Context: an optimization exercise on an open-source flow, tuned for small area, a short achievable clock period and few clock cycles per item. The choices shown serve that exercise and are no tape-out recipe. Where RTL was checked, it was by simulation tests only, not by an equivalence proof against the original. The RTL of runs 2 to 5 was laid out without a check of its function.

## flow/design.v (module list and top-level ports; edited modules follow where they fit)
// module ex_stage_mdu: 803 lines
// module mdu_fin: 18 lines
// module mdu_tree: 1062 lines
// module mdu_fa: 10 lines
// module mdu_ha: 9 lines
module ex_stage_mdu (
    input  logic        clock,
    input  logic        reset,
    input  logic        in_valid,
    output logic        in_ready,
    input  logic [4:0]  op,
    input  logic [31:0] operand_a,
    input  logic [31:0] operand_b,
    input  logic [1:0]  fwd_sel_a,
    input  logic [1:0]  fwd_sel_b,
    input  logic [31:0] wb_data,
    input  logic        is_jump,
    input  logic [31:0] pt_wdata_in,
    input  logic [4:0]  pt_rd_in,
    input  logic [31:0] pt_pc_in,
    input  logic        mem_stall,
    input  logic        flush,
    output logic        out_valid,
    output logic [31:0] res_out,
    output logic [31:0] pt_wdata_out,
    output logic [4:0]  pt_rd_out,
    output logic [31:0] pt_pc_out,
    output logic        redirect_valid,
    output logic [31:0] redirect_addr,
    output logic        busy
);
  // ...
==> flow/flow/run.sh <==
#!/bin/bash
# Standard ORFS layout; ports are buffered with a regular buffer instead of
# the delay cell buffer_ports picks by default.
set -euo pipefail
bash standard.sh "BUFFER_PORTS_ARGS=-buffer_cell sky130_fd_sc_hd__buf_4" finish > orfs_make.log 2>&1
==> flow/standard.sh <==
#!/bin/bash
# synth_recipe.tcl (not shown) runs the flow's synth.tcl, then flattens the netlist and writes it again
# the make line also repeats each setting of config.mk as NAME=value (left out here)
make -C /OpenROAD-flow-scripts/flow DESIGN_CONFIG=/design/flow/config.mk WORK_HOME=/design/flow/orfs CLKGATE_MAP_FILE= SYNTH_SCRIPT=/design/flow/synth_recipe.tcl "${@:-finish}"
==> flow/config.mk <==
export PLATFORM = sky130hd
export DESIGN_NAME = ex_stage_mdu
export DESIGN_NICKNAME = ex_stage_mdu
export VERILOG_FILES = /design/flow/design.v
export SDC_FILE = /design/flow/constraint.sdc
export NUM_CORES = 4
export LEC_CHECK = 0
export ABC_AREA = 1
export CAP_MARGIN = 20
export CORE_MARGIN = 2
export CORE_UTILIZATION = 30
export SETUP_SLACK_MARGIN = 2.0
export SLEW_MARGIN = 40
export SYNTH_HIERARCHICAL = 1
export SYNTH_MINIMUM_KEEP_SIZE = 0
==> flow/constraint.sdc <==
create_clock -name core_clock -period 16.0 [get_ports {clock}]
set_input_delay 3.2000 -clock core_clock [delete_from_list [all_inputs] [get_ports {clock}]]
set_output_delay 3.2000 -clock core_clock [all_outputs]
set_load 0.01 [all_outputs]
==> impl_results.md, run 1 <==
* Status: complete, no violations
* GRT Residual Overflow at 0
* Global routing usage on met3 at ~6.0%
* Setup Skew at around 0.037 ns
* Dpl cells at roughly 12000
* DP Area at approximately 67000 µm²
* Cell mode on critical path: fa_1
* Drt drc at 0
* Gr busiest metal: met2
* Fraction of area in multi-input gates at 67.8%
* Commonest non-fill, non-tap cell in the layout: nand2_1
* Post-synth EDFFs at 172
* Fraction of area in registers at a little over a tenth
* Largest family of logic cells by synthesized area: simple AND/OR/NAND/NOR gates
* Top cell category: multi-input gates
* Synth Area in XOR/XNOR at 10.2%
* Setup violators final at 0
* DRT iter0 DRCs at between 7000 and 8000
* TAP cells at around 2700
* Sink Count at around 280
* Total Wirelength at between 300000 and 400000 µm
* Fmax at 0.0717 GHz
* RSZ-0062 raised after global routing: true
* Crit path to: redirect_addr[5]
* Slew of the pin with the lowest slew margin at 1.10 ns
* Routability Congestion at 1.07
* Reg with most FFs: quo
Testbench counts, summed over its fixed seeds: cycles 174,192, instrs 160,000.
==> run 2: changes to the inputs <==
--- a/flow/design.v
+++ b/flow/design.v
@@ -713,19 +713,25 @@
         for (int i = 0; i < 32; i++) if (x[i]) n = 31 - i;
         clz32 = n;
     endfunction
     logic [5:0] clz_a, clz_b, pdiff;
     logic [3:0] m1;
     assign clz_a = clz32(abs_a);
     assign clz_b = clz32(abs_b);
     assign pdiff = clz_b - clz_a;            
-    assign m1    = 4'(pdiff[4:0] / 5'd3);    
-    logic [64:0] norm;
-    assign norm = {3'd0, abs_a, 30'd0} >> (m1 * 3);
+    always_comb begin                        
+        m1 = 4'd0;
+        for (int i = 1; i < 11; i++) if (pdiff[4:0] >= 5'(3 * i)) m1 = 4'(i);
+    end
+    logic [64:0] norm, nsh0, nsh1, nsh2;
+    assign nsh0 = m1[0] ? {3'd0, 3'd0, abs_a, 27'd0} : {3'd0, abs_a, 30'd0};
+    assign nsh1 = m1[1] ? {6'd0, nsh0[64:6]} : nsh0;
+    assign nsh2 = m1[2] ? {12'd0, nsh1[64:12]} : nsh1;
+    assign norm = m1[3] ? {24'd0, nsh2[64:24]} : nsh2;
     logic [31:0] rem, dvs;
     logic [32:0] quo;
     logic [CW-1:0] cnt;
     logic        q_neg, r_sel;
     logic [31:0] d_wdata, d_pc;
     logic [4:0]  d_rd;
     logic [31:0] rem_s [0:K];
     logic [32:0] quo_s [0:K];
==> run 2 against run 1 <==
Count of clock-buffer cells in the layout is 7 lower. Cell count is 4.1% lower. Wire length is 5.0% lower. Critical path depth is 4 higher. Flip-flop and latch count stayed put. Via count is 5.5% lower. Core utilization is 0.85 points lower. First-iteration DRC count is 9.3% lower. Maximum frequency is 0.33% higher. Critical path type unchanged. Largest cell class unchanged.
==> impl_results.md, run 2 <==
* Status: complete, no violations
* Worst min-delay path endpoint: pt_wdata_out[4]$_DFFE_PN0N_
* Total Wirelength at 323000 µm (-5.0%)
* Vias per cell at 5.55
* GRT Residual Overflow at 0 (unchanged)
* DP Area at 64300 µm² (-4.0%)
* WP buf/inv at 9
* Fmax at 0.0719 GHz (+0.33%)
* Die area at about 200000 µm²
* Main flop type after synthesis: edfxtp_1
* Synth warnings at 10
* DRT iter0 DRCs at 6798 (-9.3%)
* Starting Density at 30.2%
* Worst flop-to-flop path startpoint: dvs[0]$_DFFE_PP_
* Cts bufs inserted at 34
* Critical Path AT at 10.70 ns
* CP top delay family: adder cells
* Most frequent cells in the layout: nand2_1, inv_1, nand3_1
* Layout cell share with drive strength beyond 1 at a little over an eighth
* CTS root buf: clkbuf_16
* Hpwl dp at approximately 260000 µm
* Final ANT Viol Nets at 0
* IO Pins at ~320
* Most common cell in the synthesized netlist: nand2_1
* Part of the Yosys area used for sequential elements at 13.2%
* Synth Instances at ~8500
* CP endpoint kind: output port
* Hold Path Class: register to register
* Global-route wire length before repair at about 450000 µm
* Slew of the pin with the lowest slew margin at 0.958 ns (-0.139 ns)
* Die H at approximately 450 µm
* Reg-to-reg endpoint: res_out[24]$_DFFE_PN0N_
* # hold bufs at CTS at 0
* Clk latency of the worst-skew pair at 0.56 ns
* Critical Path Start Type: primary input
* Vias in the first global route at just over 60000
* Sink Count at 276 (unchanged)
* Crit-path max FO at 17
* Setup Total Neg Slack at 0 ns
* # nets final at 9677
* Critical Path Max Stage Delay at roughly 0.64 ns
* Drt drc at 0 (unchanged)
* Final period utilization at between 80% and 90%
* Syn Area/Cell at 6.97 µm²
* Core region area at ~200000 µm²
* Setup CP Type: primary input to output port
* Final Hold Fails at 0
* Finished layout cell area at ~68000 µm²
* Synthesized cell area at about 59000 µm²
* Worst Reg2Reg Path Length in Cells at 55
* Max Cap Viol at 0
* Htree depth at 2
* CTS tree: done
* Clock Tree Buf Depth at 3
* Flop-to-flop setup slack at roughly 3.1 ns
* Clock-pin slew on the worst setup and hold paths at ~0.060 ns
* IO Port Bufs at ~320
* Dominant cell type by area after synthesis: fa_1
* Crit-path slowest cell: fa_1
* Routability Congestion at 1.10 (+2.0%)
* Setup violators final at 0 (unchanged)
* Tot GR Track Use at a little under a third
* Post-synth EDFFs at 172 (unchanged)
* Slew HR at between 30% and 40%
* Synth cell types at between 60 and 70
* Yosys top cell area share at 16.5%
* Number of synthesized register bits at about 280
* Initial antenna violation count at 17
* Cell mode on critical path: fa_1
* Max reg flops at 33
* Largest net degree at the start of global routing at 83
* Hold Crit Depth at 2
* Max-slew violation count at 0
* WL/cell at around 29 µm
* Critical Path RT at between 10 and 15 ns
* Worst min-delay path startpoint: d_wdata[4]$_DFFE_PP_
* Commonest non-fill, non-tap cell in the layout: nand2_1
* Min Tclk post-route at about 14 ns
* Reg with most FFs: quo
* Synth top area cells: fa_1, nand2_1, xor2_1, edfxtp_1, ha_1
* Async set or reset register ratio after synthesis at 37.3%
* Vias at 62624
* Setup Skew at 0.0219 ns (-0.0154 ns)
* Area grow syn2layout at 15.0%
* First-pass DRT Iterations at 9
* RSZ-0062 raised after global routing: true
* Layout Utilization at between 30% and 40%
* Most frequent cells after synthesis: nand2_1, inv_1, nand3_1, xor2_1, o22ai_1
* Die X at 447 µm
* Row count at ~160
[run 2: cell count changes after synthesis, sizes merged, moves of 27 or more]
cell    before   now
nand4      100    32
nand2     2323  2252
or2         49    18
nand3      738   637
clkbuf     332   297
o211ai      68    41
nor2       502   475
[run 2: cell type report]
type	count	area, µm²
timing repair inverter	6	41.3
tap	2624	3280
timing repair buffer	671	5540
fill	20997	127000
inverter	927	3590
multi-input combinational	6721	46500
clock inverter	18	196
antenna	4	10.0
clock buffer	43	916
sequential	276	7760
[run 2: per-module statistics from Yosys, one instance, submodules excluded]
module        cells  times used
ex_stage_mdu   6226           1
mdu_fa            1         481
mdu_fin        1582           1
mdu_ha            1          46
mdu_tree        130           1
[run 2: worst max path at each step]
stage	slack, ns	depth (start not counted)	startpoint	end
floorplan	2.41	34	fwd_sel_b[0]	redirect_addr[30]
global placement	0.67	28	fwd_sel_b[0]	redirect_addr[16]
detailed placement	0.76	28	fwd_sel_b[0]	redirect_addr[16]
CTS	1.98	30	fwd_sel_b[1]	redirect_addr[16]
global route	1.92	33	fwd_sel_b[0]	redirect_addr[24]
finish	2.10	32	fwd_sel_b[0]	redirect_addr[18]
[run 2: stage by stage]
stage	setup slack [ns]	hold slack (ns)	instances
after global placement	0.674	0.445	11095
after global routing	1.92	0.480	11286
after detailed placement	0.763	0.452	11100
after floorplan	2.41	0.442	8480
final	2.10	0.460	11290
after CTS	1.98	0.468	11236
[run 2: tightest hold or removal path, stage by stage (launching register included)]
cell	delay (ns)
edfxtp_1	0.32
nand2_1	0.05
nand3_1	0.06
[run 2: metal layers]
metal,part of all wire [%],vias up,wire (µm),global-route usage [%]
met3,7.9,1042,25600,6.15
met2,45,3253,145000,50.2
met4,10,20,33600,26.8
li1,-,28092,-,-
met1,37,30217,118000,35.8
met5,0.039,-,127,0
[run 2: timing repair]
item	4_1_cts	5_1_grt
gates cloned	6	2
pin swaps	22	35
gates resized for setup	111	152
setup buffers	69	43
endpoints found under the setup margin	31	31
[run 2: cell families (layout without fill, tap and decap cells)]
kind of cell / count (synthesis) / after routing / synth area share [%]
and+or+nand+nor: 3524 / 3524 / 24.9
AOI/OAI and AO/OA: 1563 / 1563 / 15.5
buffers and inverters: 1483 / 1665 / 10.6
adders and majority gates: 860 / 860 / 24.4
xor gates and xnor gates: 715 / 715 / 10.7
DFF: 276 / 276 / 13.2
muxes: 40 / 40 / 0.679
other: 4 / 23 / 0.0254
==> run 3: changes to the inputs <==
--- a/flow/config.mk
+++ b/flow/config.mk
@@ -13,3 +13,4 @@
 export SLEW_MARGIN = 40
 export SYNTH_HIERARCHICAL = 1
 export SYNTH_MINIMUM_KEEP_SIZE = 0
+export TNS_END_PERCENT = 10
==> run 3 against run 2 <==
Clock skew increased by 0.0027 ns. Global-route usage about the same. Hold slack got worse by 0.0026 ns. Core utilization decreased by 0.073 points. Via count increased by 0.43%. Area after synthesis unchanged. Maximum frequency about the same. Setup slack got worse by 0.011 ns. Sequential share of layout area about the same. Non-clock buffer count increased by 7.
==> impl_results.md, run 3 <==
* Die H at 447 µm (unchanged)
* Layout Utilization at 34.7% (-0.073 points)
* Vias per cell at 5.57 (+0.34%)
* Final period utilization at 86.9% (about the same)
* Cell mode on critical path: nand2_1
* Commonest non-fill, non-tap cell in the layout: nand2_1
* Most common cell in the synthesized netlist: nand2_1
* Syn Area/Cell at 6.97 µm² (unchanged)
* Setup Total Neg Slack at 0 ns (unchanged)
* Hold Path Class: register to register
* RSZ-0062 raised after global routing: true
* First-pass DRT Iterations at 8 (-1)
* Setup Skew at 0.0246 ns (+0.00271 ns)
* Clock-pin slew on the worst setup and hold paths at 0.06 ns (about the same)
* # nets final at 9683 (+0.062%)
* Layout cell share with drive strength beyond 1 at 13.0% (-0.26 points)
* Async set or reset register ratio after synthesis at 37.3% (unchanged)
* Routability Congestion at 1.10 (unchanged)
* Status: complete, no violations
* DRT iter0 DRCs at 6565 (-3.4%)
* Setup WS post-layout at 2.09 ns (-0.0108 ns)
* Setup violators final at 0 (unchanged)
* Most frequent cells after synthesis: nand2_1, inv_1, nand3_1, xor2_1, o22ai_1
* Post-synth EDFFs at 172 (unchanged)
* Die X at 447 µm (unchanged)
* Synth cell types at 66 (unchanged)
* Largest net degree at the start of global routing at 83 (unchanged)
* Synth Instances at 8465 (unchanged)
* Sink Count at 276 (unchanged)
* IO Pins at 317 (unchanged)
* GRT Residual Overflow at 0 (unchanged)
* Drt drc at 0 (unchanged)
* Final ANT Viol Nets at 0 (unchanged)
* Yosys top cell area share at 16.5% (unchanged)
* Setup CP Type: primary input to output port
* Fmax at 0.0719 GHz (about the same)
* Cts bufs inserted at 34 (unchanged)
* Die area at 200000 µm² (unchanged)
* Critical Path AT at 10.71 ns (about the same)
* Critical Path Max Stage Delay at 0.57 ns (-0.07 ns)
* CTS tree: done
* Slew of the pin with the lowest slew margin at 0.903 ns (-0.0547 ns)
* Global-route wire length before repair at 451000 µm (about the same)
* Max-slew violation count at 0 (unchanged)
* Vias in the first global route at 62170 (+0.19%)
* Clock Tree Buf Depth at 3 (unchanged)
* Core region area at 195000 µm² (unchanged)
* Min Tclk post-route at 13.91 ns (+0.0108 ns)
* Hpwl dp at 261000 µm (unchanged)
* Number of synthesized register bits at 276 (unchanged)
* Max Cap Viol at 0 (unchanged)
* CP endpoint kind: output port
* Flop-to-flop setup slack at 3.08 ns (-0.05 ns)
* Htree depth at 2 (unchanged)
* Starting Density at 30.2% (unchanged)
* Reg-to-reg endpoint: res_out[24]$_DFFE_PN0N_
* Part of the Yosys area used for sequential elements at 13.2% (unchanged)
* Slew HR at 39.2% (+3.0 points)
* Worst flop-to-flop path startpoint: dvs[0]$_DFFE_PP_
* WL/cell at 28.5 µm (-0.47%)
* Total Wirelength at 322000 µm (-0.38%)
* Reg with most FFs: quo
* Critical Path RT at 12.80 ns (about the same)
* Vias at 62896 (+0.43%)
* Final Hold Fails at 0 (unchanged)
* Max reg flops at 33 (unchanged)
* Crit path to: redirect_addr[22]
* IO Port Bufs at 315 (unchanged)
* Worst Reg2Reg Path Length in Cells at 55 (unchanged)
* Crit-path slowest cell: fa_1
* Final hold slack at 0.458 ns (-0.00256 ns)
* Critical Path Start Type: primary input
* Most frequent cells in the layout: nand2_1, inv_1, buf_4
* Tot GR Track Use at 31.3% (about the same)
* Row count at 162 (unchanged)
* Initial antenna violation count at 14 (-3)
* Area grow syn2layout at 14.8%
* Dpl cells at 11100 (unchanged)
* Synth top area cells: fa_1, nand2_1, xor2_1, edfxtp_1, ha_1
* Worst min-delay path startpoint: d_wdata[4]$_DFFE_PP_
* Synthesized cell area at 59000 µm² (unchanged)
* CTS root buf: clkbuf_16
* Synth warnings at 10 (unchanged)
* Main flop type after synthesis: edfxtp_1
* Clk latency of the worst-skew pair at 0.56 ns (about the same)
* Dpl ws at 0.763 ns (unchanged)
* Non-Filler Instances at 11301 (+0.097%)
* Dominant cell type by area after synthesis: fa_1
* Crit-path max FO at 27 (+10)
* Worst setup path startpoint: fwd_sel_b[1]
-- run 3: cell counts after synthesis --
Identical to the previous run, type by type.
-- run 3: worst min-delay path by stage --
stage | to | slack [ns] | depth (start not counted)
global placement | pt_wdata_out[17]$_DFFE_PN0N_ | 0.44 | 2
global route | pt_rd_out[0]$_DFFE_PN0N_ | 0.48 | 2
detailed placement | pt_wdata_out[1]$_DFFE_PN0N_ | 0.45 | 2
floorplan | pt_pc_out[0]$_DFFE_PN0N_ | 0.44 | 2
CTS | pt_pc_out[17]$_DFFE_PN0N_ | 0.47 | 2
finish | pt_wdata_out[4]$_DFFE_PN0N_ | 0.46 | 2
-- run 3: metal layers --
| metal | wire length (µm) | GRT usage (%) |
|---|---|---|
| met2 | 146000 | 50.1 |
| met4 | 32900 | 26.9 |
| met3 | 25100 | 6.09 |
| met1 | 118000 | 35.8 |
| met5 | 77 | 0 |
-- run 3: per-module statistics from Yosys, one instance, submodules excluded --
| module | flip-flops and latches | times used | cells |
|---|---|---|---|
| ex_stage_mdu | 276 | 1 | 6226 |
| mdu_fin | 0 | 1 | 1582 |
| mdu_tree | 0 | 1 | 130 |
| mdu_fa | 0 | 481 | 1 |
| mdu_ha | 0 | 46 | 1 |
-- run 3: critical path, delay by kind of cell --
family                   cells  cell delay [ns]
AND/OR/NAND/NOR             15             1.97
buffers and inverters        8             1.38
AO/OA/AOI/OAI                2             0.31
adder cells (fa/ha/maj)      8             3.82
-- run 3: what timing repair did --
| action | in CTS | in global routing |
|---|---|---|
| cloned | 6 | 0 |
| gates resized for setup | 108 | 122 |
| setup endpoints to repair | 31 | 31 |
| hold buffers | 0 | 0 |
| buffers inserted | 67 | 52 |
| hold endpoints to repair | 0 | 0 |
| pin swaps | 22 | 29 |
-- run 3: cell families (layout without fill, tap and decap cells) --
kind of cell | after synthesis | in the layout | share of synthesized area [%]
simple gates | 3524 | 3524 | 24.9
compound gates | 1563 | 1563 | 15.5
buf+inv | 1483 | 1671 | 10.6
fa+ha+maj | 860 | 860 | 24.4
xor+xnor | 715 | 715 | 10.7
flops | 276 | 276 | 13.2
mux | 40 | 40 | 0.679
other cells | 4 | 28 | 0.0254
-- run 3: final cells by class --
cell class,instances,area (µm²)
fill,21030,127000
multi-input combinational,6721,46400
sequential,276,7760
timing repair buffer,678,5530
inverter,927,3580
tap,2624,3280
clock buffer,43,916
clock inverter,18,196
timing repair inverter,5,33.8
antenna,9,22.5
-- run 3: stage by stage --
| stage | area (µm²) |
|---|---|
| after floorplan | 59000 |
| after global placement | 64200 |
| after detailed placement | 64300 |
| after CTS | 66600 |
| after global routing | 67700 |
| final | 67700 |
==> run 4: changes to the inputs <==
==> flow/flow/run.sh (replaced) <==
#!/bin/bash
# Standard ORFS layout; ports are buffered with a regular buffer instead of
# the delay cell buffer_ports picks by default.
set -euo pipefail
bash standard.sh "BUFFER_PORTS_ARGS=-buffer_cell sky130_fd_sc_hd__buf_2" finish > orfs_make.log 2>&1
--- a/flow/config.mk
+++ b/flow/config.mk
@@ -13,4 +13,3 @@
 export SLEW_MARGIN = 40
 export SYNTH_HIERARCHICAL = 1
 export SYNTH_MINIMUM_KEEP_SIZE = 0
-export TNS_END_PERCENT = 10
==> run 4 against run 3 <==
Sequential share of layout area increased by 0.12 points. Register-to-register slack improved by 0.78 ns. Synthesized cell count unchanged. Flip-flop and latch count unchanged. Die area unchanged. Count of clock-buffer cells in the layout increased by 3. Area after synthesis unchanged. Maximum frequency decreased by 0.55%. Wire length decreased by 1.2%. Hold slack improved by 0.0030 ns. Largest cell class unchanged.
==> impl_results.md, run 4 <==
* Status: complete, no violations
* Critical Path Start Type: primary input
* Layout Utilization at 34.3% (-0.35 points)
* Cell mode on critical path: fa_1
* Synth warnings at 10 (unchanged)
* Htree depth at 1 (-1)
* Global-route wire length before repair at 443000 µm (-1.7%)
* Crit-path slowest cell: ha_1
* Synth top area cells: fa_1, nand2_1, xor2_1, edfxtp_1, ha_1
* Setup Skew at 0.0177 ns (-0.00682 ns)
* Drt drc at 0 (unchanged)
* Worst flop-to-flop path startpoint: dvs[0]$_DFFE_PP_
* Most frequent cells in the layout: nand2_1, inv_1, nand3_1
* IO Port Bufs at 315 (unchanged)
* DP Area at 63500 µm² (-1.3%)
* Area grow syn2layout at 13.6%
* Die X at 447 µm (unchanged)
* Critical Path Max Stage Delay at 0.61 ns (+0.04 ns)
* Main flop type after synthesis: edfxtp_1
* Row count at 162 (unchanged)
* CTS tree: done
* Critical Path RT at 12.80 ns (about the same)
* Die H at 447 µm (unchanged)
* Die area at 200000 µm² (unchanged)
* Non-Filler Instances at 11319 (+0.16%)
* Multi-input logic area at 46300 µm² (about the same)
* Flop-to-flop setup slack at 3.86 ns (+0.78 ns)
* Max reg flops at 33 (unchanged)
* Critical Path AT at 10.79 ns (+0.08 ns)
* Hold Path Class: register to register
* Synth cell types at 66 (unchanged)
* Worst setup path startpoint: fwd_sel_b[0]
* Layout fillers at 21077 (+0.22%)
* IO Pins at 317 (unchanged)
* Yosys top cell area share at 16.5% (unchanged)
* CTS root buf: clkbuf_16
* Max Cap Viol at 0 (unchanged)
* Hold Crit Depth at 2 (unchanged)
* Largest net degree at the start of global routing at 75 (-9.6%)
* Slew HR at 31.4% (-7.7 points)
* Setup WS post-layout at 2.01 ns (-0.0770 ns)
* Layout cell share with drive strength beyond 1 at 13.1% (+0.096 points)
* Routability Congestion at 1.08 (-1.6%)
* Vias at 62790 (-0.17%)
* Final period utilization at 87.4% (+0.48 points)
* Core region area at 195000 µm² (unchanged)
* Sink Count at 276 (unchanged)
* Min Tclk post-route at 13.99 ns (+0.0770 ns)
* Reg with most FFs: quo
* Most common cell in the synthesized netlist: nand2_1
* Clock Tree Buf Depth at 3 (unchanged)
* Max-slew violation count at 0 (unchanged)
* Final ANT Viol Nets at 0 (unchanged)
* Slew of the pin with the lowest slew margin at 1.02 ns (+0.121 ns)
* Vias in the first global route at 61422 (-1.2%)
* Reg-to-reg endpoint: res_out[24]$_DFFE_PN0N_
* Async set or reset register ratio after synthesis at 37.3% (unchanged)
* Starting Density at 30.2% (unchanged)
* Worst Reg2Reg Path Length in Cells at 56 (+1.8%)
* Clk latency of the worst-skew pair at 0.62 ns (+0.06 ns)
* Hpwl dp at 259000 µm (-0.63%)
* Storage cell area at 7760 µm² (unchanged)
* Finished layout cell area at 67000 µm² (-1.0%)
* Total Wirelength at 318000 µm (-1.2%)
* Setup violators final at 0 (unchanged)
* Crit path to: redirect_addr[28]
* Commonest non-fill, non-tap cell in the layout: nand2_1
* Syn Area/Cell at 6.97 µm² (unchanged)
* Fmax at 0.0715 GHz (-0.55%)
* Number of synthesized register bits at 276 (unchanged)
* Vias per cell at 5.55 (-0.33%)
* Dpl cells at 11098 (-0.018%)
* # hold bufs at CTS at 0 (unchanged)
* Synthesized cell area at 59000 µm² (unchanged)
* Clock-pin slew on the worst setup and hold paths at 0.06 ns (about the same)
* Final Hold Fails at 0 (unchanged)
* Cts bufs inserted at 31 (-8.8%)
* Dominant cell type by area after synthesis: fa_1
* Setup Total Neg Slack at 0 ns (unchanged)
* Part of the Yosys area used for sequential elements at 13.2% (unchanged)
* Crit-path max FO at 19 (-30%)
* GRT Residual Overflow at 0 (unchanged)
* DRT iter0 DRCs at 6492 (-1.1%)
* # nets final at 9696 (+0.13%)
* CP endpoint kind: output port
* Post-synth EDFFs at 172 (unchanged)
* Initial antenna violation count at 13 (-1)
* Synth Instances at 8465 (unchanged)
* WL/cell at 28.1 µm (-1.3%)
* First-pass DRT Iterations at 6 (-2)
* Tot GR Track Use at 30.7% (-0.63 points)
* Most frequent cells after synthesis: nand2_1, inv_1, nand3_1, xor2_1, o22ai_1
* RSZ-0062 raised after global routing: true
* Dpl ws at 0.970 ns (+0.207 ns)
* Setup CP Type: primary input to output port
## run 4: cell types whose count changed in the layout (fill, tap and decap cells not counted), sizes merged
cell / previous run / this run
clkinv: 16 / 17
diode: 9 / 14
clkbuf: 44 / 47
inv: 907 / 898
bufinv: 3 / 1
clkinvlp: 24 / 25
buf: 677 / 696
## run 4: through the flow
step           hold WS, ns
2_1_floorplan        0.442
3_3_place_gp         0.445
3_5_place_dp         0.452
4_1_cts              0.467
5_1_grt              0.489
6_report             0.461
## run 4: timing repair
item	4_1_cts	5_1_grt
setup endpoints to repair	31	31
cloned	0	4
buffers inserted	71	74
pin swaps	13	19
gates resized for setup	95	138
## run 4: per-layer routing
layer	global-route usage, %	part of all wire (%)	wire [µm]	vias to the layer above
met4	24.4	9.9	31300	0
li1	-	-	-	28156
met2	50.0	45	145000	3248
met1	36.1	38	120000	30503
met3	4.38	7.1	22500	883
met5	0	0	0	-
## run 4: cell type report
cell class	count	area share, %
multi-input combinational	6721	69.1
antenna	14	0.0523
clock inverter	12	0.168
tap	2624	4.90
timing repair inverter	2	0.0280
timing repair buffer	697	7.41
sequential	276	11.6
inverter	927	5.40
clock buffer	46	1.32
## run 4: modules after synthesis, one instance, submodules excluded
module,copies in the design,flip-flops and latches,cells inside
mdu_fa,481,0,1
mdu_tree,1,0,130
mdu_fin,1,0,1582
mdu_ha,46,0,1
ex_stage_mdu,1,276,6226
## run 4: how the worst min path moves through the flow
| stage | from | to | slack, ns |
|---|---|---|---|
| detailed placement | d_pc[21]$_DFFE_PP_ | pt_pc_out[21]$_DFFE_PN0N_ | 0.45 |
| finish | d_pc[31]$_DFFE_PP_ | pt_pc_out[31]$_DFFE_PN0N_ | 0.46 |
| CTS | d_pc[31]$_DFFE_PP_ | pt_pc_out[31]$_DFFE_PN0N_ | 0.47 |
| global route | d_wdata[1]$_DFFE_PP_ | pt_wdata_out[1]$_DFFE_PN0N_ | 0.49 |
| floorplan | d_pc[0]$_DFFE_PP_ | pt_pc_out[0]$_DFFE_PN0N_ | 0.44 |
| global placement | d_rd[2]$_DFFE_PP_ | pt_rd_out[2]$_DFFE_PN0N_ | 0.44 |
## run 4: kinds of logic after synthesis
family / Yosys count / share of synthesized area [%]
fa+ha+maj: 860 / 24.4
buf+inv: 1483 / 10.6
flops: 276 / 13.2
other cells: 4 / 0.0254
simple gates: 3524 / 24.9
mux: 40 / 0.679
xor+xnor: 715 / 10.7
compound gates: 1563 / 15.5
## run 4: critical path, delay by kind of cell
family / cells / cell delay (ns)
buffers and inverters: 11 / 1.71
AOI/OAI and AO/OA: 2 / 0.79
and+or+nand+nor: 11 / 1.58
adders and majority gates: 7 / 3.47
==> run 5: changes to the inputs <==
--- a/flow/config.mk
+++ b/flow/config.mk
@@ -9,7 +9,7 @@
 export CAP_MARGIN = 20
 export CORE_MARGIN = 2
 export CORE_UTILIZATION = 30
-export SETUP_SLACK_MARGIN = 2.0
+export SETUP_SLACK_MARGIN = 2.5
 export SLEW_MARGIN = 40
 export SYNTH_HIERARCHICAL = 1
 export SYNTH_MINIMUM_KEEP_SIZE = 0
==> run 5 against run 4 <==
Count of clock-buffer cells in the layout fell by 7. Flip-flop and latch count unchanged. Wire length rose by 3.7%. Sequential share of layout area is 0.23 points lower. Synthesized cell count did not move. Die area unchanged. First-iteration DRC count is 5.2% higher. Via count increased by 1.1%. Critical path type unchanged. Largest cell class unchanged.
==> impl_results.md, run 5 <==
* Synth Instances at 8465 (unchanged)
* Vias at 63493 (+1.1%)
* Tot GR Track Use at 32.2% (+1.5 points)
* GRT Residual Overflow at 0 (unchanged)
* Max Cap Viol at 0 (unchanged)
* Max reg flops at 33 (unchanged)
* Setup CP Type: primary input to output port
* Met3 wire length at 24200 µm (+7.9%)
* Dominant cell type by area after synthesis: fa_1
* Setup violators final at 0 (unchanged)
* Setup Skew at 0.0231 ns (+0.00538 ns)
* Synth top area cells: fa_1, nand2_1, xor2_1, edfxtp_1, ha_1
* Min Tclk post-route at 13.67 ns (-0.315 ns)
* CTS root buf: clkbuf_16
* Synthesized cell area at 59000 µm² (unchanged)
* Area grow syn2layout at 15.9%
* Die area at 200000 µm² (unchanged)
* Row count at 162 (unchanged)
* Starting Density at 30.2% (unchanged)
* Met1 Wirelength at 122000 µm (+2.5%)
* Hold Path Class: register to register
* Cell mode on critical path: nand2_1
* CP endpoint kind: output port
* Synth warnings at 10 (unchanged)
* Die X at 447 µm (unchanged)
* Final Hold Fails at 0 (unchanged)
* Flop-to-flop setup slack at 3.68 ns (-0.18 ns)
* IO Pins at 317 (unchanged)
* Commonest non-fill, non-tap cell in the layout: nand2_1
* Initial antenna violation count at 18 (+5)
* Most frequent cells after synthesis: nand2_1, inv_1, nand3_1, xor2_1, o22ai_1
* Slew of the pin with the lowest slew margin at 1.00 ns (-0.0200 ns)
* Setup WS post-layout at 2.33 ns (+0.315 ns)
* Worst setup path startpoint: fwd_sel_b[0]
* Critical Path AT at 10.47 ns (-0.32 ns)
* Hpwl dp at 263000 µm (+1.5%)
* Reg-to-reg endpoint: res_out[24]$_DFFE_PN0N_
* WL/cell at 29.0 µm (+3.3%)
* Number of synthesized register bits at 276 (unchanged)
* Core region area at 195000 µm² (unchanged)
* CTS tree: done
* DP Area at 63500 µm² (about the same)
* Worst flop-to-flop path startpoint: dvs[0]$_DFFE_PP_
* Crit path to: redirect_addr[28]
* DR top layer: met5
* Main flop type after synthesis: edfxtp_1
* Vias in the first global route at 62769 (+2.2%)
* Critical Path Max Stage Delay at 0.69 ns (+0.08 ns)
* Async set or reset register ratio after synthesis at 37.3% (unchanged)
* Syn Area/Cell at 6.97 µm² (unchanged)
* Routability Congestion at 1.09 (+1.3%)
* Dpl ws at 0.898 ns (-0.0717 ns)
* Die H at 447 µm (unchanged)
* Fmax at 0.0731 GHz (+2.3%)
* IO Port Bufs at 315 (unchanged)
* Status: complete, no violations
* Crit-path slowest cell: fa_2
* Total Wirelength at 330000 µm (+3.7%)
* DRT iter0 DRCs at 6828 (+5.2%)
* Clk latency of the worst-skew pair at 0.57 ns (-0.05 ns)
* Critical Path Start Type: primary input
* Cts bufs inserted at 34 (+9.7%)
* Drt drc at 0 (unchanged)
* Worst Reg2Reg Path Length in Cells at 58 (+3.6%)
* Finished layout cell area at 68400 µm² (+2.0%)
* Slew HR at 32.8% (+1.3 points)
* # hold bufs at CTS at 0 (unchanged)
* Yosys top cell area share at 16.5% (unchanged)
* Layout cell share with drive strength beyond 1 at 14.8% (+1.7 points)
* Part of the Yosys area used for sequential elements at 13.2% (unchanged)
* Reg with most FFs: quo
* Final ANT Viol Nets at 0 (unchanged)
* Post-synth EDFFs at 172 (unchanged)
* Layout Utilization at 35.0% (+0.70 points)
* Most common cell in the synthesized netlist: nand2_1
* Max-slew violation count at 0 (unchanged)
* Global-route wire length before repair at 462000 µm (+4.3%)
* Critical Path RT at 12.80 ns (about the same)
* # nets final at 9734 (+0.39%)
* Most frequent cells in the layout: nand2_1, inv_1, nand3_1
* Wire length on met2 at 147000 µm (+1.7%)
* Vias per cell at 5.59 (+0.79%)
* Setup Total Neg Slack at 0 ns (unchanged)
* RSZ-0062 raised after global routing: true
* Htree depth at 2 (+1)
* Crit-path max FO at 17 (-2)
* Layout fillers at 21057 (-0.095%)
* First-pass DRT Iterations at 7 (+1)
* Clock-pin slew on the worst setup and hold paths at 0.06 ns (about the same)
* Largest net degree at the start of global routing at 82 (+9.3%)
* Sink Count at 276 (unchanged)
* Final period utilization at 85.5% (-2.0 points)
* Synth cell types at 66 (unchanged)
* Clock Tree Buf Depth at 3 (unchanged)
-- run 5: Yosys stat by module (local to each module, per instance) --
module / times used / flip-flops and latches / cells / area (µm²)
mdu_fin: 1 / 0 / 1582 / 7120
mdu_ha: 46 / 0 / 1 / 12.5
mdu_tree: 1 / 0 / 130 / 968
mdu_fa: 481 / 0 / 1 / 20.0
ex_stage_mdu: 1 / 276 / 6226 / 40700
-- run 5: cell families (layout without fill, tap and decap cells) --
family          Yosys count  after routing  synth area share, %
flops                   276            276                 13.2
fa+ha+maj               860            860                 24.4
compound gates         1563           1563                 15.5
mux                      40             40                0.679
simple gates           3524           3525                 24.9
xor+xnor                715            715                 10.7
buf+inv                1483           1722                 10.6
other cells               4             31               0.0254
-- run 5: worst min path at each step --
stage	slack, ns	endpoint	cells after the start	from
6_report	0.46	pt_wdata_out[9]$_DFFE_PN0N_	2	d_wdata[9]$_DFFE_PP_
3_3_place_gp	0.44	pt_pc_out[2]$_DFFE_PN0N_	2	d_pc[2]$_DFFE_PP_
2_1_floorplan	0.44	pt_pc_out[0]$_DFFE_PN0N_	2	d_pc[0]$_DFFE_PP_
5_1_grt	0.48	pt_pc_out[21]$_DFFE_PN0N_	2	d_pc[21]$_DFFE_PP_
3_5_place_dp	0.45	pt_pc_out[18]$_DFFE_PN0N_	2	d_pc[18]$_DFFE_PP_
4_1_cts	0.46	pt_wdata_out[9]$_DFFE_PN0N_	2	d_wdata[9]$_DFFE_PP_
-- run 5: timing repair --
item / in CTS / in global routing
pin swaps: 71 / 3
setup endpoints to repair: 31 / 31
buffers inserted: 141 / 24
cloned: 12 / 1
gates resized for setup: 359 / 40
-- run 5: layout make-up --
class	instances	area [µm²]	share of cell area [%]
repair inverters	7	53.8	0.0787
clock inverters	23	289	0.423
inverters	927	3620	5.29
diodes	12	30.0	0.0439
clock buffers	39	901	1.32
flip-flops and latches	276	7760	11.4
multi-input cells	6722	47000	68.8
well taps	2624	3280	4.80
repair buffers	726	5400	7.90
-- run 5: critical path: cells and delay by family --
| kind | cells | cell delay [ns] |
|---|---|---|
| adders and majority gates | 8 | 3.75 |
| and+or+nand+nor | 12 | 1.42 |
| buffers and inverters | 11 | 1.35 |
| AOI/OAI and AO/OA | 4 | 0.71 |
-- run 5: stage by stage --
stage / std cells / hold WS (ns)
after floorplan: 8480 / 0.442
after global placement: 11090 / 0.445
after detailed placement: 11098 / 0.449
after CTS: 11313 / 0.464
after global routing: 11348 / 0.479
final: 11356 / 0.462
-- run 5: routing by layer --
metal	up-vias	GRT usage, %
met2	3323	51.0
li1	28227	-
met4	12	28.7
met3	1045	5.99
met1	30886	37.1
met5	-	0

==> re-timing with driven ports <==
No port has a modelled driver above. Below, the same layouts with a new extraction and two added sets of constraints.
Step 1 sets driving cells, clkbuf_16 on the clock port and buf_2 on the other inputs (assumed; they add their load-dependent delay and slew).
Step 2 adds t to the input delays and takes it off the output delays; t is the mean of the earliest and latest rising clock arrival at the registers after step 1. Input paths then give back, and output paths get back, about the clock's delay inside the block.
a / b / c = ideal ports / drivers / drivers and shift; a / b = the first two.
| run | t (ns) | setup WS [ns] | worst setup path at the end | latest minus earliest clock arrival (ns) | slew at the worst register clock pin (ns) |
|---|---|---|---|---|---|
| run 1 | 0.607 | 2.054 / 1.981 / 1.981 | input to output | 0.037 / 0.037 | 0.07 / 0.07 |
| run 2 | 0.617 | 2.100 / 2.073 / 2.073 | input to output | 0.022 / 0.022 | 0.06 / 0.06 |
| run 3 | 0.620 | 2.089 / 2.060 / 2.060 | input to output | 0.025 / 0.024 | 0.07 / 0.07 |
| run 4 | 0.679 | 2.012 / 1.982 / 1.982 | input to output | 0.018 / 0.017 | 0.07 / 0.07 |
| run 5 | 0.625 | 2.327 / 2.302 / 2.302 | input to output | 0.023 / 0.023 | 0.07 / 0.07 |
After both steps every run listed still meets setup and hold. The setup slack of run 1, which loses most, moves by -0.073 ns with the drivers and by -0.073 ns with both steps.
